This is an optimization exercise on Yosys and OpenROAD, whose aim is small area, not a production implementation.
Only simulation tests tie the RTL to the original design; equivalence was not proved.

## the previous run
==> flow/design.v (excerpt) <==
module la_capture_core #(
  parameter int WIDTH = 8,
  parameter int DEPTH = 256,
  parameter int AW    = $clog2(DEPTH)
) (
  input  logic             gclk,
  input  logic             gresetn,
  input  logic             arm,
  input  logic             abort,
  input  logic [WIDTH-1:0] probe_i,
  input  logic [WIDTH-1:0] trig_mask,
  input  logic [WIDTH-1:0] trig_value,
  input  logic [1:0]       trig_mode,
  input  logic [AW-1:0]    pre_count,
  output logic             busy,
  output logic             triggered,
  output logic             done,
  input  logic             rd_en,
  input  logic [AW-1:0]    rd_addr,
  output logic [WIDTH-1:0] rd_data,
  output logic             rd_valid
);
==> module la_capture_core, before the edit <==
module la_capture_core #(
  parameter int WIDTH = 8,
  parameter int DEPTH = 256,
  parameter int AW    = $clog2(DEPTH)
) (
  input  logic             gclk,
  input  logic             gresetn,
  input  logic             arm,
  input  logic             abort,
  input  logic [WIDTH-1:0] probe_i,
  input  logic [WIDTH-1:0] trig_mask,
  input  logic [WIDTH-1:0] trig_value,
  input  logic [1:0]       trig_mode,
  input  logic [AW-1:0]    pre_count,
  output logic             busy,
  output logic             triggered,
  output logic             done,
  input  logic             rd_en,
  input  logic [AW-1:0]    rd_addr,
  output logic [WIDTH-1:0] rd_data,
  output logic             rd_valid
);
  logic [DEPTH-1:0][WIDTH-1:0] sr;
  logic [AW-1:0]    cnt;
  logic [AW-1:0]    pre_q;
  logic [WIDTH-1:0] mask_q;
  logic [WIDTH-1:0] value_q;
  logic [1:0]       mode_q;
  logic             prev_match;
  logic             have_prev;    
  logic             pre_done;
  logic             wait_st;
  logic             start;
  logic             match;
  logic             change;
  logic             hit;
  logic             adv;
  logic             last;
  logic [AW-1:0]    cnt_inc;
  logic [AW-1:0]    rd_phys;
  logic [DEPTH-1:0] rd_sel;
  logic [WIDTH-1:0] rd_mux;
  always_comb begin
    done     = triggered && !busy;
    pre_done = cnt == pre_q;
    wait_st  = busy && !triggered && pre_done;
    start   = arm && !busy;
    match   = ((probe_i ^ value_q) & mask_q) == '0;
    change  = ((probe_i ^ sr[0]) & mask_q) != '0;
    cnt_inc = cnt + AW'(1);
    rd_phys = cnt + ~rd_addr;
    hit     = 1'b0;
    case (mode_q)
      2'b00:   hit = match;
      2'b01:   hit = have_prev && match && !prev_match;
      2'b10:   hit = have_prev && !match && prev_match;
      default: hit = have_prev && change;
    endcase
    adv  = (wait_st && hit) || (busy && triggered);
    last = adv && (cnt == AW'(DEPTH - 1));
  end
  localparam int NL = (DEPTH + 2) / 3;
  logic [15:0] lo_n, hi_n;
  la_capture_pdec #(.AW(4), .N(16)) u_lo (.a(rd_phys[3:0]), .y_n(lo_n));
  la_capture_pdec #(.AW(4), .N(16)) u_hi (.a(rd_phys[7:4]), .y_n(hi_n));
  for (genvar i = 0; i < DEPTH; i++) begin : g_dec
    la_capture_nor2 u_nor (.a_n(lo_n[i % 16]), .b_n(hi_n[i / 16]), .y(rd_sel[i]));
  end
  for (genvar b = 0; b < WIDTH; b++) begin : g_rd
    logic [NL-1:0] leaf_n;
    for (genvar l = 0; l < NL; l++) begin : g_leaf
      localparam int K = (DEPTH - 3 * l) < 3 ? (DEPTH - 3 * l) : 3;
      logic [K-1:0] s, d;
      for (genvar k = 0; k < K; k++) begin : g_k
        assign s[k] = rd_sel[3 * l + k];
        assign d[k] = sr[3 * l + k][b];
      end
      la_capture_aoi #(.N(K)) u_aoi (.sel(s), .d(d), .y_n(leaf_n[l]));
    end
    assign rd_mux[b] = ~&leaf_n;
  end
  always_ff @(posedge gclk) begin
    sr <= {sr[DEPTH-2:0], done ? sr[DEPTH-1] : probe_i};
  end
  always_ff @(posedge gclk) begin
    prev_match <= match;
    have_prev  <= busy;
    if (start) begin
      mask_q  <= trig_mask;
      value_q <= trig_value;
      mode_q  <= trig_mode;
      pre_q   <= pre_count;
      cnt     <= '0;
    end else if (!wait_st || hit) begin
      cnt <= cnt_inc;
    end
  end
  always_ff @(posedge gclk or negedge gresetn) begin
    if (!gresetn) begin
      busy      <= 1'b0;
      triggered <= 1'b0;
      rd_data   <= '0;
      rd_valid  <= 1'b0;
    end else begin
      rd_valid <= done && rd_en;
      if (done && rd_en) rd_data <= rd_mux;
      if (abort) begin
        busy      <= 1'b0;
        triggered <= 1'b0;
      end else if (start) begin
        busy      <= 1'b1;
        triggered <= 1'b0;
      end else begin
        if (wait_st && hit) triggered <= 1'b1;
        if (last) busy <= 1'b0;
      end
    end
  end
endmodule
Settings: LEC_CHECK=0, CAP_MARGIN=20, CORE_MARGIN=2, CORE_UTILIZATION=75, SLEW_MARGIN=20, SYNTH_HIERARCHICAL=1, SYNTH_MINIMUM_KEEP_SIZE=0; clock period 8.0 ns.
standard.sh (not shown) runs the stock make flow with config.mk's settings and CLKGATE_MAP_FILE= SYNTH_SCRIPT=/design/flow/synth_recipe.tcl, a recipe that flattens the netlist after the stock synthesis.
==> flow/flow/run.sh <==
#!/bin/bash
# Standard ORFS layout (the standard.sh), with two changes:
#  - port buffers use the smallest buffer, sky130_fd_sc_hd__buf_1;
#  - clock tree: clkbuf_8 sink clusters of at most 19 flops, no dummy loads.
set -euo pipefail
export BUFFER_PORTS_ARGS="-buffer_cell sky130_fd_sc_hd__buf_1"
export CTS_ARGS="-sink_clustering_enable -repair_clock_nets -dont_use_dummy_load -buf_list sky130_fd_sc_hd__clkbuf_8 -sink_clustering_size 19 -sink_clustering_max_diameter 50"
bash standard.sh > standard.log 2>&1
> inputs changed (the previous run -> the current run)
-- flow/design.v --
<<< the previous run, line 21
  output logic             rd_valid
);
  logic [DEPTH-1:0][WIDTH-1:0] sr;
  logic [AW-1:0]    cnt;
>>> the current run, line 21
  output logic             rd_valid
);
  logic                        in_pre;
  logic [DEPTH-1:0][WIDTH-1:0] sr;
  logic [AW-1:0]    cnt;
<<< the previous run, line 29
  logic             prev_match;
  logic             have_prev;    
  logic             pre_done;
  logic             wait_st;
  logic             start;
>>> the current run, line 30
  logic             prev_match;
  logic             have_prev;    
  logic             wait_st;
  logic             start;
<<< the previous run, line 42
  logic [WIDTH-1:0] rd_mux;
  always_comb begin
    done     = triggered && !busy;
    pre_done = cnt == pre_q;
    wait_st  = busy && !triggered && pre_done;
    start   = arm && !busy;
    match   = ((probe_i ^ value_q) & mask_q) == '0;
>>> the current run, line 42
  logic [WIDTH-1:0] rd_mux;
  always_comb begin
    wait_st = busy && !in_pre && !triggered;
    start   = arm && !busy;
    match   = ((probe_i ^ value_q) & mask_q) == '0;
<<< the previous run, line 98
  always_ff @(posedge gclk or negedge gresetn) begin
    if (!gresetn) begin
      busy      <= 1'b0;
      triggered <= 1'b0;
      rd_data   <= '0;
      rd_valid  <= 1'b0;
>>> the current run, line 96
  always_ff @(posedge gclk or negedge gresetn) begin
    if (!gresetn) begin
      in_pre    <= 1'b0;
      busy      <= 1'b0;
      triggered <= 1'b0;
      done      <= 1'b0;
      rd_data   <= '0;
      rd_valid  <= 1'b0;
<<< the previous run, line 106
      if (done && rd_en) rd_data <= rd_mux;
      if (abort) begin
        busy      <= 1'b0;
        triggered <= 1'b0;
      end else if (start) begin
        busy      <= 1'b1;
        triggered <= 1'b0;
      end else begin
        if (wait_st && hit) triggered <= 1'b1;
        if (last) busy <= 1'b0;
      end
    end
>>> the current run, line 106
      if (done && rd_en) rd_data <= rd_mux;
      if (abort) begin
        in_pre    <= 1'b0;
        busy      <= 1'b0;
        triggered <= 1'b0;
        done      <= 1'b0;
      end else if (start) begin
        in_pre    <= pre_count != '0;
        busy      <= 1'b1;
        triggered <= 1'b0;
        done      <= 1'b0;
      end else begin
        if (in_pre && cnt_inc == pre_q) in_pre <= 1'b0;
        if (wait_st && hit) triggered <= 1'b1;
        if (last) begin
          busy <= 1'b0;
          done <= 1'b1;
        end
      end
    end
### Flow results
Summary of the current run over the previous run: global routing usage summed across all routing layers lost 0.34 points, multi-input combinational gate total picked up an extra 1.6%, signed area change from the synthesized netlist to the final layout lost 0.37 points, pin count of the biggest net entering global routing lost about 17%. Re via count: the current run and the previous run aren't equal, and the higher value belongs to the current run. Lower final-layout non-clock buffer area share goes to the current run over the previous run. Between the current run and the previous run, the final-layout clock-cell area share figures differ only marginally. The current run: share of the clock period used by the worst path is 1.9 points higher than what the previous run reported. Die size: the current run exceeds the previous run. Compared with the previous run, the current run has less setup slack.

what the ideal ports hide:
No port has a modelled driver above. Below, the same layouts with a new extraction and two added sets of constraints.
Step 1 assumes that a clkbuf_16 drives the clock port and a buf_2 every other input.
Step 2 moves the port delays by t, midway between the first and last clock arrival at a register: inputs arrive t later, outputs are due t later. That takes back most of the time a late clock gives input paths.
Three values: ideal, step 1, step 2; two values: the first two.
run	t, ns	setup WS [ns]	hold slack, ns	worst setup path at the end	clock arrival spread, ns
the previous run	0.881	1.230 / 1.271 / 0.390	0.305 / 0.305 / 0.305	input to register	0.096 / 0.095
the current run	0.849	1.078 / 1.114 / 0.265	0.309 / 0.309 / 0.309	input to register	0.083 / 0.083
After both steps every run listed still meets setup and hold. The setup slack of the previous run, which loses most, moves by +0.041 ns with the drivers and by -0.840 ns with both steps.
